What follows belongs to an exercise in optimizing a design on an open flow for small area; a production flow would make more cautious choices.
Only simulation tests tie the RTL to the original design; equivalence was not proved.
Power is estimated from default activity; no workload was simulated.

$ cat design/flow/run.sh
#!/bin/bash
# synth_recipe.tcl (not shown) runs the flow's synth.tcl, then flattens the netlist and writes it again
# the make line also repeats each setting of config.mk as NAME=value (left out here)
make -C /OpenROAD-flow-scripts/flow DESIGN_CONFIG=/design/flow/config.mk WORK_HOME=/design/flow/orfs CLKGATE_MAP_FILE= SYNTH_SCRIPT=/design/flow/synth_recipe.tcl finish
$ cat design/flow/config.mk
export PLATFORM = sky130hd
export DESIGN_NAME = exu_top
export DESIGN_NICKNAME = exu_top
export VERILOG_FILES = /design/flow/design.v
export SDC_FILE = /design/flow/constraint.sdc
export NUM_CORES = 4
export LEC_CHECK = 0
export CAP_MARGIN = 20
export CORE_MARGIN = 2
export CORE_UTILIZATION = 35
export SETUP_SLACK_MARGIN = 0.25
export SLEW_MARGIN = 20
$ cat design/flow/constraint.sdc
create_clock -name core_clock -period 7.5 [get_ports {clk}]
set_input_delay 1.5000 -clock core_clock [delete_from_list [all_inputs] [get_ports {clk}]]
set_output_delay 1.5000 -clock core_clock [all_outputs]
set_load 0.01 [all_outputs]
$ cat design/flow/design.v
package exu_pkg;
   localparam int GHR_SIZE_DEF = 8;
   typedef logic [31:0] data_t;                  
   typedef logic [31:1] pc_t;                    
   typedef logic [12:1] brimm_t;                 
   typedef logic [7:0]  btb_index_t;             
   typedef logic [4:0]  btb_tag_t;               
   typedef enum logic [4:0] {
      OP_ADD  = 5'd0,
      OP_SUB  = 5'd1,
      OP_AND  = 5'd2,
      OP_OR   = 5'd3,
      OP_XOR  = 5'd4,
      OP_SLT  = 5'd5,
      OP_SLTU = 5'd6,
      OP_SLL  = 5'd7,
      OP_SRL  = 5'd8,
      OP_SRA  = 5'd9,
      OP_BEQ  = 5'd10,
      OP_BNE  = 5'd11,
      OP_BLT  = 5'd12,
      OP_BGE  = 5'd13,
      OP_BLTU = 5'd14,
      OP_BGEU = 5'd15,
      OP_JAL  = 5'd16
   } alu_op_e;
   typedef struct packed {
      logic    valid;                            
      alu_op_e op;
   } alu_pkt_t;
   typedef struct packed {
      logic       valid;                         
      logic       ataken;                        
      logic       misp;                          
      logic       way;                           
      logic [1:0] hist;                          
   } predict_pkt_t;
   typedef struct packed {
      logic x_result;                            
      logic r_result;                            
      logic load_result;                         
   } bypass_t;
endpackage
module exu_operand_sel (
   input  exu_pkg::bypass_t   i_bypass1,         
   input  exu_pkg::bypass_t   i_bypass2,         
   input  exu_pkg::data_t     i_result_x,        
   input  exu_pkg::data_t     i_result_r,        
   input  exu_pkg::data_t     i_load_result,     
   input  exu_pkg::data_t     i_gpr_rs1,
   input  exu_pkg::data_t     i_gpr_rs2,
   input  logic               i_rs1_en,          
   input  logic               i_rs2_en,          
   input  logic               i_select_pc,       
   input  exu_pkg::data_t     i_immed,
   input  exu_pkg::pc_t       i_pc_d,
   output exu_pkg::data_t     o_rs1,
   output exu_pkg::data_t     o_rs2
);
   exu_pkg::data_t bypass_data1;
   exu_pkg::data_t bypass_data2;
   assign bypass_data1 = ({32{i_bypass1.x_result}}    & i_result_x) |
                         ({32{i_bypass1.r_result}}    & i_result_r) |
                         ({32{i_bypass1.load_result}} & i_load_result);
   assign bypass_data2 = ({32{i_bypass2.x_result}}    & i_result_x) |
                         ({32{i_bypass2.r_result}}    & i_result_r) |
                         ({32{i_bypass2.load_result}} & i_load_result);
   always_comb begin
      if (|i_bypass1) begin
         o_rs1 = bypass_data1;
      end else if (i_select_pc) begin
         o_rs1 = {i_pc_d, 1'b0};                 
      end else if (i_rs1_en) begin
         o_rs1 = i_gpr_rs1;
      end else begin
         o_rs1 = '0;
      end
   end
   always_comb begin
      if (|i_bypass2) begin
         o_rs2 = bypass_data2;
      end else if (i_rs2_en) begin
         o_rs2 = i_gpr_rs2;
      end else begin
         o_rs2 = i_immed;                        
      end
   end
endmodule
module exu_alu (
   input  logic                   clk,
   input  logic                   i_rst,
   input  logic                   i_x_en,              
   input  exu_pkg::alu_pkt_t      i_ap,
   input  exu_pkg::data_t         i_rs1,
   input  exu_pkg::data_t         i_rs2,
   input  exu_pkg::pc_t           i_pc_d,
   input  exu_pkg::brimm_t        i_brimm,
   input  exu_pkg::predict_pkt_t  i_predict_d,
   input  logic                   i_flush_lower,       
   input  exu_pkg::pc_t           i_flush_path_lower,
   output exu_pkg::data_t         o_result_x,
   output exu_pkg::pc_t           o_pc_x,
   output exu_pkg::predict_pkt_t  o_predict_x,         
   output logic                   o_valid_x,
   output logic                   o_flush_upper_x,     
   output logic                   o_flush_final,
   output exu_pkg::pc_t           o_flush_path_final
);
   exu_pkg::alu_pkt_t      ap_x;
   exu_pkg::data_t         a_x;
   exu_pkg::data_t         b_x;
   exu_pkg::brimm_t        brimm_x;
   exu_pkg::predict_pkt_t  pp_x;
   logic                   valid_x;
   logic                   is_cond;
   logic                   cond_met;
   logic                   is_jal;
   logic                   actual_taken;
   logic                   misp;
   exu_pkg::pc_t           flush_path_upper;
   always_ff @(posedge clk) begin
      if (i_rst) begin
         valid_x <= 1'b0;
      end else if (i_x_en) begin
         valid_x <= i_ap.valid & ~i_flush_lower;
      end else if (i_flush_lower) begin
         valid_x <= 1'b0;                        
      end
   end
   always_ff @(posedge clk) begin
      if (i_x_en) begin
         ap_x    <= i_ap;
         a_x     <= i_rs1;
         b_x     <= i_rs2;
         o_pc_x  <= i_pc_d;
         brimm_x <= i_brimm;
         pp_x    <= i_predict_d;
      end
   end
   always_comb begin
      case (ap_x.op)
         exu_pkg::OP_ADD:  o_result_x = a_x + b_x;
         exu_pkg::OP_SUB:  o_result_x = a_x - b_x;
         exu_pkg::OP_AND:  o_result_x = a_x & b_x;
         exu_pkg::OP_OR:   o_result_x = a_x | b_x;
         exu_pkg::OP_XOR:  o_result_x = a_x ^ b_x;
         exu_pkg::OP_SLT:  o_result_x = {31'b0, $signed(a_x) < $signed(b_x)};
         exu_pkg::OP_SLTU: o_result_x = {31'b0, a_x < b_x};
         exu_pkg::OP_SLL:  o_result_x = a_x << b_x[4:0];
         exu_pkg::OP_SRL:  o_result_x = a_x >> b_x[4:0];
         exu_pkg::OP_SRA:  o_result_x = $signed(a_x) >>> b_x[4:0];
         exu_pkg::OP_JAL:  o_result_x = {o_pc_x, 1'b0} + 32'd4;    
         default:          o_result_x = '0;      
      endcase
   end
   always_comb begin
      is_cond = 1'b1;
      case (ap_x.op)
         exu_pkg::OP_BEQ:  cond_met = (a_x == b_x);
         exu_pkg::OP_BNE:  cond_met = (a_x != b_x);
         exu_pkg::OP_BLT:  cond_met = $signed(a_x) < $signed(b_x);
         exu_pkg::OP_BGE:  cond_met = $signed(a_x) >= $signed(b_x);
         exu_pkg::OP_BLTU: cond_met = a_x < b_x;
         exu_pkg::OP_BGEU: cond_met = a_x >= b_x;
         default: begin
            is_cond  = 1'b0;
            cond_met = 1'b0;
         end
      endcase
   end
   assign is_jal       = (ap_x.op == exu_pkg::OP_JAL);
   assign actual_taken = valid_x & ((is_cond & cond_met) | is_jal);
   assign misp = valid_x & (is_cond | is_jal) &
                 (pp_x.valid ? (pp_x.ataken != actual_taken) : actual_taken);
   assign flush_path_upper = actual_taken ? o_pc_x + {{19{brimm_x[12]}}, brimm_x}
                                          : o_pc_x + 31'd2;
   always_comb begin
      o_predict_x        = pp_x;
      o_predict_x.valid  = valid_x & (pp_x.valid | is_cond | is_jal);
      o_predict_x.ataken = actual_taken;
      o_predict_x.misp   = misp;
   end
   assign o_valid_x          = valid_x;
   assign o_flush_upper_x    = misp;
   assign o_flush_final      = i_flush_lower | misp;
   assign o_flush_path_final = i_flush_lower ? i_flush_path_lower : flush_path_upper;
endmodule
module exu_ghr #(
   parameter int GHR_SIZE = exu_pkg::GHR_SIZE_DEF
) (
   input  logic                   clk,
   input  logic                   i_rst,
   input  logic                   i_x_en,
   input  logic                   i_r_en,
   input  exu_pkg::predict_pkt_t  i_predict_d,      
   input  exu_pkg::predict_pkt_t  i_predict_x,      
   input  logic                   i_valid_x,
   input  logic                   i_flush_final,
   output logic [GHR_SIZE-1:0]    o_ghr_d,
   output logic [GHR_SIZE-1:0]    o_ghr_x
);
   logic [GHR_SIZE-1:0] ghr_d_ns;
   logic [GHR_SIZE-1:0] ghr_x_ns;
   logic                shift_d;
   logic                shift_x;
   assign shift_d = i_x_en & i_predict_d.valid;               
   assign shift_x = i_r_en & i_valid_x & i_predict_x.valid;   
   assign ghr_x_ns = shift_x ? {o_ghr_x[GHR_SIZE-2:0], i_predict_x.ataken} : o_ghr_x;
   always_comb begin
      if (i_flush_final) begin
         ghr_d_ns = ghr_x_ns;                    
      end else if (shift_d) begin
         ghr_d_ns = {o_ghr_d[GHR_SIZE-2:0], i_predict_d.ataken};
      end else begin
         ghr_d_ns = o_ghr_d;
      end
   end
   always_ff @(posedge clk) begin
      if (i_rst) begin
         o_ghr_d <= '0;
         o_ghr_x <= '0;
      end else begin
         o_ghr_d <= ghr_d_ns;
         o_ghr_x <= ghr_x_ns;
      end
   end
endmodule
module exu_branch_pipe #(
   parameter int GHR_SIZE = exu_pkg::GHR_SIZE_DEF
) (
   input  logic                   clk,
   input  logic                   i_rst,
   input  logic                   i_x_en,
   input  logic                   i_r_en,
   input  exu_pkg::btb_index_t    i_index_d,
   input  exu_pkg::btb_tag_t      i_btag_d,
   input  exu_pkg::predict_pkt_t  i_predict_x,         
   input  logic                   i_valid_x,
   input  logic                   i_flush_upper_x,
   input  logic [GHR_SIZE-1:0]    i_ghr_x,
   input  exu_pkg::pc_t           i_flush_path_final,
   input  exu_pkg::pc_t           i_pc_x,
   output exu_pkg::predict_pkt_t  o_mp_pkt,
   output exu_pkg::btb_index_t    o_mp_index,
   output exu_pkg::btb_tag_t      o_mp_btag,
   output logic [GHR_SIZE-1:0]    o_mp_fghr,
   output logic                   o_br_valid_r,
   output logic                   o_br_mp_r,
   output logic                   o_br_way_r,
   output logic [1:0]             o_br_hist_r,
   output exu_pkg::btb_index_t    o_br_index_r,
   output exu_pkg::pc_t           o_npc_r
);
   exu_pkg::btb_index_t    index_x;
   exu_pkg::btb_tag_t      btag_x;
   exu_pkg::predict_pkt_t  pp_r;
   exu_pkg::pc_t           npc_x;
   always_ff @(posedge clk) begin
      if (i_x_en) begin
         index_x <= i_index_d;
         btag_x  <= i_btag_d;
      end
   end
   assign npc_x = i_flush_upper_x ? i_flush_path_final : i_pc_x + 31'd2;
   always_ff @(posedge clk) begin
      if (i_rst) begin
         o_br_valid_r <= 1'b0;
      end else if (i_r_en) begin
         o_br_valid_r <= i_valid_x & i_predict_x.valid;
      end
   end
   always_ff @(posedge clk) begin
      if (i_r_en) begin
         pp_r         <= i_predict_x;
         o_br_index_r <= index_x;
         o_npc_r      <= npc_x;
      end
   end
   assign o_br_mp_r   = o_br_valid_r & pp_r.misp;
   assign o_br_way_r  = pp_r.way;
   assign o_br_hist_r = {2{o_br_valid_r}} & pp_r.hist;
   assign o_mp_pkt   = i_flush_upper_x ? i_predict_x : '0;
   assign o_mp_index = i_flush_upper_x ? index_x     : '0;
   assign o_mp_btag  = i_flush_upper_x ? btag_x      : '0;
   assign o_mp_fghr  = i_flush_upper_x ? i_ghr_x     : '0;
endmodule
module exu_top #(
   parameter int GHR_SIZE = exu_pkg::GHR_SIZE_DEF
) (
   input  logic                   clk,
   input  logic                   i_rst,
   input  logic                   i_x_en,              
   input  logic                   i_r_en,              
   input  exu_pkg::alu_pkt_t      i_ap,
   input  exu_pkg::bypass_t       i_bypass1,
   input  exu_pkg::bypass_t       i_bypass2,
   input  exu_pkg::data_t         i_result_r,
   input  exu_pkg::data_t         i_load_result,
   input  exu_pkg::data_t         i_gpr_rs1,
   input  exu_pkg::data_t         i_gpr_rs2,
   input  logic                   i_rs1_en,
   input  logic                   i_rs2_en,
   input  logic                   i_select_pc,
   input  exu_pkg::data_t         i_immed,
   input  exu_pkg::pc_t           i_pc_d,
   input  exu_pkg::brimm_t        i_brimm,
   input  exu_pkg::predict_pkt_t  i_predict_d,
   input  exu_pkg::btb_index_t    i_index_d,
   input  exu_pkg::btb_tag_t      i_btag_d,
   input  logic                   i_flush_lower,
   input  exu_pkg::pc_t           i_flush_path_lower,
   output exu_pkg::data_t         o_result_x,
   output exu_pkg::pc_t           o_pc_x,
   output logic                   o_flush_final,
   output exu_pkg::pc_t           o_flush_path_final,
   output logic [GHR_SIZE-1:0]    o_ghr_d,             
   output exu_pkg::predict_pkt_t  o_mp_pkt,
   output exu_pkg::btb_index_t    o_mp_index,
   output exu_pkg::btb_tag_t      o_mp_btag,
   output logic [GHR_SIZE-1:0]    o_mp_fghr,
   output logic                   o_br_valid_r,
   output logic                   o_br_mp_r,
   output logic                   o_br_way_r,
   output logic [1:0]             o_br_hist_r,
   output exu_pkg::btb_index_t    o_br_index_r,
   output exu_pkg::pc_t           o_npc_r
);
   exu_pkg::data_t         rs1_d;
   exu_pkg::data_t         rs2_d;
   exu_pkg::predict_pkt_t  predict_x;
   logic                   valid_x;
   logic                   flush_upper_x;
   logic [GHR_SIZE-1:0]    ghr_x;
   exu_operand_sel u_operand_sel (
      .i_bypass1     (i_bypass1),
      .i_bypass2     (i_bypass2),
      .i_result_x    (o_result_x),
      .i_result_r    (i_result_r),
      .i_load_result (i_load_result),
      .i_gpr_rs1     (i_gpr_rs1),
      .i_gpr_rs2     (i_gpr_rs2),
      .i_rs1_en      (i_rs1_en),
      .i_rs2_en      (i_rs2_en),
      .i_select_pc   (i_select_pc),
      .i_immed       (i_immed),
      .i_pc_d        (i_pc_d),
      .o_rs1         (rs1_d),
      .o_rs2         (rs2_d)
   );
   exu_alu u_alu (
      .clk                (clk),
      .i_rst              (i_rst),
      .i_x_en             (i_x_en),
      .i_ap               (i_ap),
      .i_rs1              (rs1_d),
      .i_rs2              (rs2_d),
      .i_pc_d             (i_pc_d),
      .i_brimm            (i_brimm),
      .i_predict_d        (i_predict_d),
      .i_flush_lower      (i_flush_lower),
      .i_flush_path_lower (i_flush_path_lower),
      .o_result_x         (o_result_x),
      .o_pc_x             (o_pc_x),
      .o_predict_x        (predict_x),
      .o_valid_x          (valid_x),
      .o_flush_upper_x    (flush_upper_x),
      .o_flush_final      (o_flush_final),
      .o_flush_path_final (o_flush_path_final)
   );
   exu_ghr #(
      .GHR_SIZE (GHR_SIZE)
   ) u_ghr (
      .clk           (clk),
      .i_rst         (i_rst),
      .i_x_en        (i_x_en),
      .i_r_en        (i_r_en),
      .i_predict_d   (i_predict_d),
      .i_predict_x   (predict_x),
      .i_valid_x     (valid_x),
      .i_flush_final (o_flush_final),
      .o_ghr_d       (o_ghr_d),
      .o_ghr_x       (ghr_x)
   );
   exu_branch_pipe #(
      .GHR_SIZE (GHR_SIZE)
   ) u_branch_pipe (
      .clk                (clk),
      .i_rst              (i_rst),
      .i_x_en             (i_x_en),
      .i_r_en             (i_r_en),
      .i_index_d          (i_index_d),
      .i_btag_d           (i_btag_d),
      .i_predict_x        (predict_x),
      .i_valid_x          (valid_x),
      .i_flush_upper_x    (flush_upper_x),
      .i_ghr_x            (ghr_x),
      .i_flush_path_final (o_flush_path_final),
      .i_pc_x             (o_pc_x),
      .o_mp_pkt           (o_mp_pkt),
      .o_mp_index         (o_mp_index),
      .o_mp_btag          (o_mp_btag),
      .o_mp_fghr          (o_mp_fghr),
      .o_br_valid_r       (o_br_valid_r),
      .o_br_mp_r          (o_br_mp_r),
      .o_br_way_r         (o_br_way_r),
      .o_br_hist_r        (o_br_hist_r),
      .o_br_index_r       (o_br_index_r),
      .o_npc_r            (o_npc_r)
   );
endmodule
==> impl_table.tex <==
\begin{tabular}{lr}
\hline
Metric & Value \\
\hline
\multicolumn{2}{l}{\textbf{Status}} \\
Status & no timing/DRC/antenna violations \\
\multicolumn{2}{l}{\textbf{Place}} \\
Final weighted congestion in routability-driven placement & around 1.1 \\
Hpwl dp & 84.7 mm \\
Count of buffers from port buffering & 445 \\
\multicolumn{2}{l}{\textbf{Routing}} \\
Total length of routed wires & 106 mm \\
Vias per cell & 6.40 \\
Remaining design rule violation count & 0 \\
Initial DRC Count & 3265 \\
Count of nets left with antenna violations after detail routing & 0 \\
Detailed-route wire length per cell & 29.6 µm \\
Iteration count of the initial detailed-routing pass & 8 \\
Via total after detailed routing & 22922 \\
\multicolumn{2}{l}{\textbf{Worst setup path}} \\
Critical Path RT & 6.00 ns \\
Critical path fanouts, max & 24 \\
Register-to-register path setup slack & 1.85 ns \\
Worst setup path category & reg -> out \\
Critical path startpoint category & flip-flop \\
Signal arrival time at the worst endpoint & $\sim$5.6 ns \\
Crit path capture type & output pin \\
\multicolumn{2}{l}{\textbf{Timing}} \\
Fmax & 0.140 GHz \\
Fin Clk Skew & 0.0309 ns \\
Slew Viols, Final & 0 \\
Crit share post-route & between 90\% and 100\% \\
Final hold violation count & 0 \\
RSZ-0062 raised after global routing & no \\
Finish-stage setup viols & 0 \\
Transition at the pin with the smallest max-transition slack & 1.22 ns \\
Setup TNS after final layout & 0 ns \\
Rel. slew slack & a little under a fifth \\
Final period demand of the worst path & 7.12 ns \\
\multicolumn{2}{l}{\textbf{Floorplan}} \\
DIE WIDTH & 247 µm \\
Starting density of the core & 35.6\% \\
Die area & 60800 µm² \\
FP Rows & 88 \\
Chip height & about 250 µm \\
Placeable Area & approximately 58000 µm² \\
Io pins & 447 \\
\multicolumn{2}{l}{\textbf{Synthesis}} \\
Synth Area in Adders & between 8 and 9\% \\
Count of mapped cells out of synthesis & 2452 \\
Synth Area in Simple Gates & 15.5\% \\
Syn Area/Cell & 8.40 µm² \\
Largest family of logic cells by synthesized area & compound AO/OA/AOI/OAI gates \\
Count of yosys warnings during synthesis & 4 \\
Cell variety after synth & 89 \\
Syn Std Cell Area & 20600 µm² \\
EDFF count, synth & 173 \\
Share of async-settable or async-resettable flops after synthesis & 0\% \\
Sequential cell area fraction in the yosys report & approximately 27\% \\
Mapped Nets & 2856 \\
Area fraction in compound gates after synthesis & 31.0\% \\
Portion of netlist area occupied by mux cells & 9.87\% \\
Post-synthesis share of cell area spent on xor and xnor gates & $\sim$2.6\% \\
Number of synthesized register bits & 191 \\
Dominant synthesized flop cell & edfxtp\_1 \\
\multicolumn{2}{l}{\textbf{Clocking}} \\
Max Buffers Root-to-Sink & 2 \\
Post-cts hold buffer count & 0 \\
TritonCTS clock tree & done \\
CTS Root Buffer Type & clkbuf\_16 \\
Clock slew at the register clock pins of the worst setup and hold paths & 0.10 ns \\
Maximum level of the CTS H-tree & 4 \\
Total CTS buffers & 17 \\
Number of buffers added for setup after CTS & 0 \\
Later-pin clock latency in the skew report & approximately 0.53 ns \\
Clock sink total & $\sim$190 \\
Post-cts repair resize count & 0 \\
\multicolumn{2}{l}{\textbf{Min path}} \\
Tightest Hold Check Type & reg -> reg \\
\multicolumn{2}{l}{\textbf{Pwr}} \\
P\_sw & 2090 µW \\
Total power per unit cell area & 180 nW/µm² \\
Internal power & $\sim$2700 µW \\
Total power after layout & 4760 µW \\
Max VDD drop & 184 µV \\
P\_leak & 0.0101 µW \\
Portion of total power attributed to the clock network & between 20\% and 30\% \\
Switching Fraction & 43.9\% \\
Fraction of power consumed by sequential logic & 29.4\% \\
Part of the total power dissipated in combinational logic & slightly below 50\% \\
\multicolumn{2}{l}{\textbf{Global routing}} \\
Overall track demand over capacity in global routing & about a third \\
Vias in the first global route & about 21000 \\
Total gr overflow & 0 \\
Largest net degree at the start of global routing & 69 \\
Number of antenna violations at the first check in global routing & 3 \\
Wire length of the first global-routing pass & 149 mm \\
\multicolumn{2}{l}{\textbf{Finish}} \\
Area added between synthesis and finish & 28.7\% \\
Fraction of final layout cells with drive strength greater than 1 & 7.65\% \\
NumNets Final & 3203 \\
\multicolumn{2}{l}{\textbf{Job}} \\
Max capacitance violation total & 0 \\
\hline
\end{tabular}
==> sequential cells by signal, summed over array words and instances (netlist names) <==
name / flops
u_branch_pipe.btag_x: 5
u_branch_pipe.o_npc_r: 31
u_branch_pipe.pp_r: 4
u_ghr.o_ghr_d: 8
u_alu.pp_x: 5
u_branch_pipe.o_br_index_r: 8
u_alu.a_x: 32
u_alu.valid_x: 1
u_alu.brimm_x: 12
u_ghr.o_ghr_x: 8
u_alu.o_pc_x: 31
u_alu.ap_x: 5
u_branch_pipe.index_x: 8
u_alu.b_x: 32
u_branch_pipe.o_br_valid_r: 1
==> critical path: stages, from the launching register on <==
cell             delay (ns)
edfxtp_1               0.71
inv_1                  0.09
ha_1                   0.43
nor3_1                 0.50
o21ai_0                0.23
a311oi_1               0.66
o31ai_1                0.19
buf_4                  0.20
or2_2                  0.31
and4_1                 0.30
o21ai_2                0.22
buf_12                 0.20
nand2_1                0.07
a31oi_1                0.30
clkdlybuf4s50_1        0.67
==> final cells by class <==
class / count / area, µm²
fillers: 5698 / 31400
repair buffers: 516 / 5000
clock inverters: 15 / 228
diodes: 3 / 7.51
inverters: 127 / 477
flip-flops and latches: 191 / 5560
clock buffers: 17 / 425
well taps: 765 / 957
multi-input cells: 1946 / 13900
==> cell families after synthesis <==
group	count (synthesis)
AND/OR/NAND/NOR	674
AO/OA/AOI/OAI	930
multiplexers	151
XOR/XNOR	60
adder cells (fa/ha/maj)	131
buffers and inverters	315
flip-flops	191
==> stage by stage <==
step                      cells  utilization, %  instance area, µm²  hold slack [ns]  worst slack (ns)
after detailed placement   3545            44.6               25800            0.424              1.07
after global placement     3545            44.6               25800            0.421              1.13
final                      3580            45.8               26500            0.445             0.378
after CTS                  3577            45.7               26500            0.446             0.496
after floorplan            2452               -               20600            0.417              1.58
after global routing       3577            45.8               26500            0.454             0.256
==> final timing paths <==
path,startpoint,depth (start not counted),to
min reg2reg,u_branch_pipe.index_x[4],0,u_branch_pipe.o_br_index_r[4]
max reg2reg,u_alu.a_x[12],15,u_branch_pipe.o_npc_r[8]
max,u_alu.a_x[12],14,o_flush_path_final[28]
min,u_branch_pipe.index_x[4],0,u_branch_pipe.o_br_index_r[4]
==> cells in the final DEF, fill, tap and decap left out, types with 39 or more instances in the layout <==
cell	n
a211oi_1	50
a21o_1	54
a21oi_1	212
a221oi_1	48
a22oi_1	62
and2_1	42
buf_4	69
clkdlybuf4s50_1	441
edfxtp_1	173
ha_1	128
inv_1	121
mux2i_1	94
mux4_2	40
nand2_1	176
nand3_1	48
nor2_1	211
nor3_1	41
o211ai_1	39
o21ai_0	169
xnor2_1	42
==> power by group through the flow <==
| stage | clock network (µW) | registers (µW) | logic, µW |
|---|---|---|---|
| global placement | 0 | 1410 | 2260 |
| floorplan | 0 | 1370 | 1280 |
| CTS | 1050 | 1390 | 2280 |
| detailed placement | 0 | 1410 | 2260 |
| global route | 1090 | 1400 | 2470 |
| finish | 1030 | 1400 | 2340 |
==> layer usage <==
metal | track usage (%) | vias up | wire length (µm)
li1 | - | 10131 | -
met1 | 46.8 | 11129 | 43800
met2 | 50.8 | 1452 | 46300
met3 | 7.28 | 208 | 11100
met4 | 14.0 | 2 | 4760
met5 | 0 | - | 13
==> cell usage after synthesis, types with 8 or more instances <==
master     number  share of area [%]
o211a_1         9               0.44
a21oi_1       212                5.2
o22ai_1        30               0.91
a31o_2          8               0.34
and3_1         14               0.43
a211oi_1       51                1.9
nand3_1        49                1.2
nor2b_1        32               0.97
mux2_2         17               0.93
or2_2          10               0.30
nor4_1          9               0.27
nand4_1        20               0.61
nor2_1        214                3.9
mux4_2         40                4.4
inv_1         121                2.2
a222oi_1       28                1.4
dfxtp_1        18                1.7
ha_1          128                7.8
o211ai_1       39                1.4
o31ai_1        22               0.80
edfxtp_1      173                 25
buf_2          19               0.46
a221oi_1       48                2.0
o21bai_1       18               0.66
a2111oi_0       8               0.34
a21o_1         54                2.0
a22oi_1        62                2.3
xor2_1         18               0.77
a221o_1        18               0.87
xnor2_1        42                1.8
and2_1         42                1.3
or3_1          15               0.46
a31oi_1        21               0.64
mux2i_1        94                4.6
o21ai_0       169                4.1
nor3_1         43                1.0
clkbuf_1      146                2.7
nand2_1       178                3.2
buf_1          18               0.33
o21a_1         16               0.58
nand2b_1       17               0.52
o221ai_1       25                1.1

[separate check: timing with driven ports]
How much do the figures lean on ideal ports? The routed layout below was timed once more, with nothing changed but the port constraints.
Step 1: set_driving_cell puts a clkbuf_16 on clk and a buf_2 on each other input, an assumption about the parent block.
Step 2, shift: input delay + t, output delay - t, t = (earliest + latest rising clock arrival at the registers) / 2. This alone moves slack from input paths to output paths.
Three values: ideal ports, drivers, drivers and shift; two values: the first two.
shift t [ns]: 0.567
setup WS [ns]: 0.378 / 0.324 / 0.891
latest minus earliest clock arrival (ns): 0.031 / 0.032
worst register clock-pin slew, ns: 0.10 / 0.10
pins driven straight from the clock port: 1
After both steps setup and hold are still met in this run. For this run, drivers alone change the setup slack by -0.054 ns; drivers and shift together by +0.513 ns.
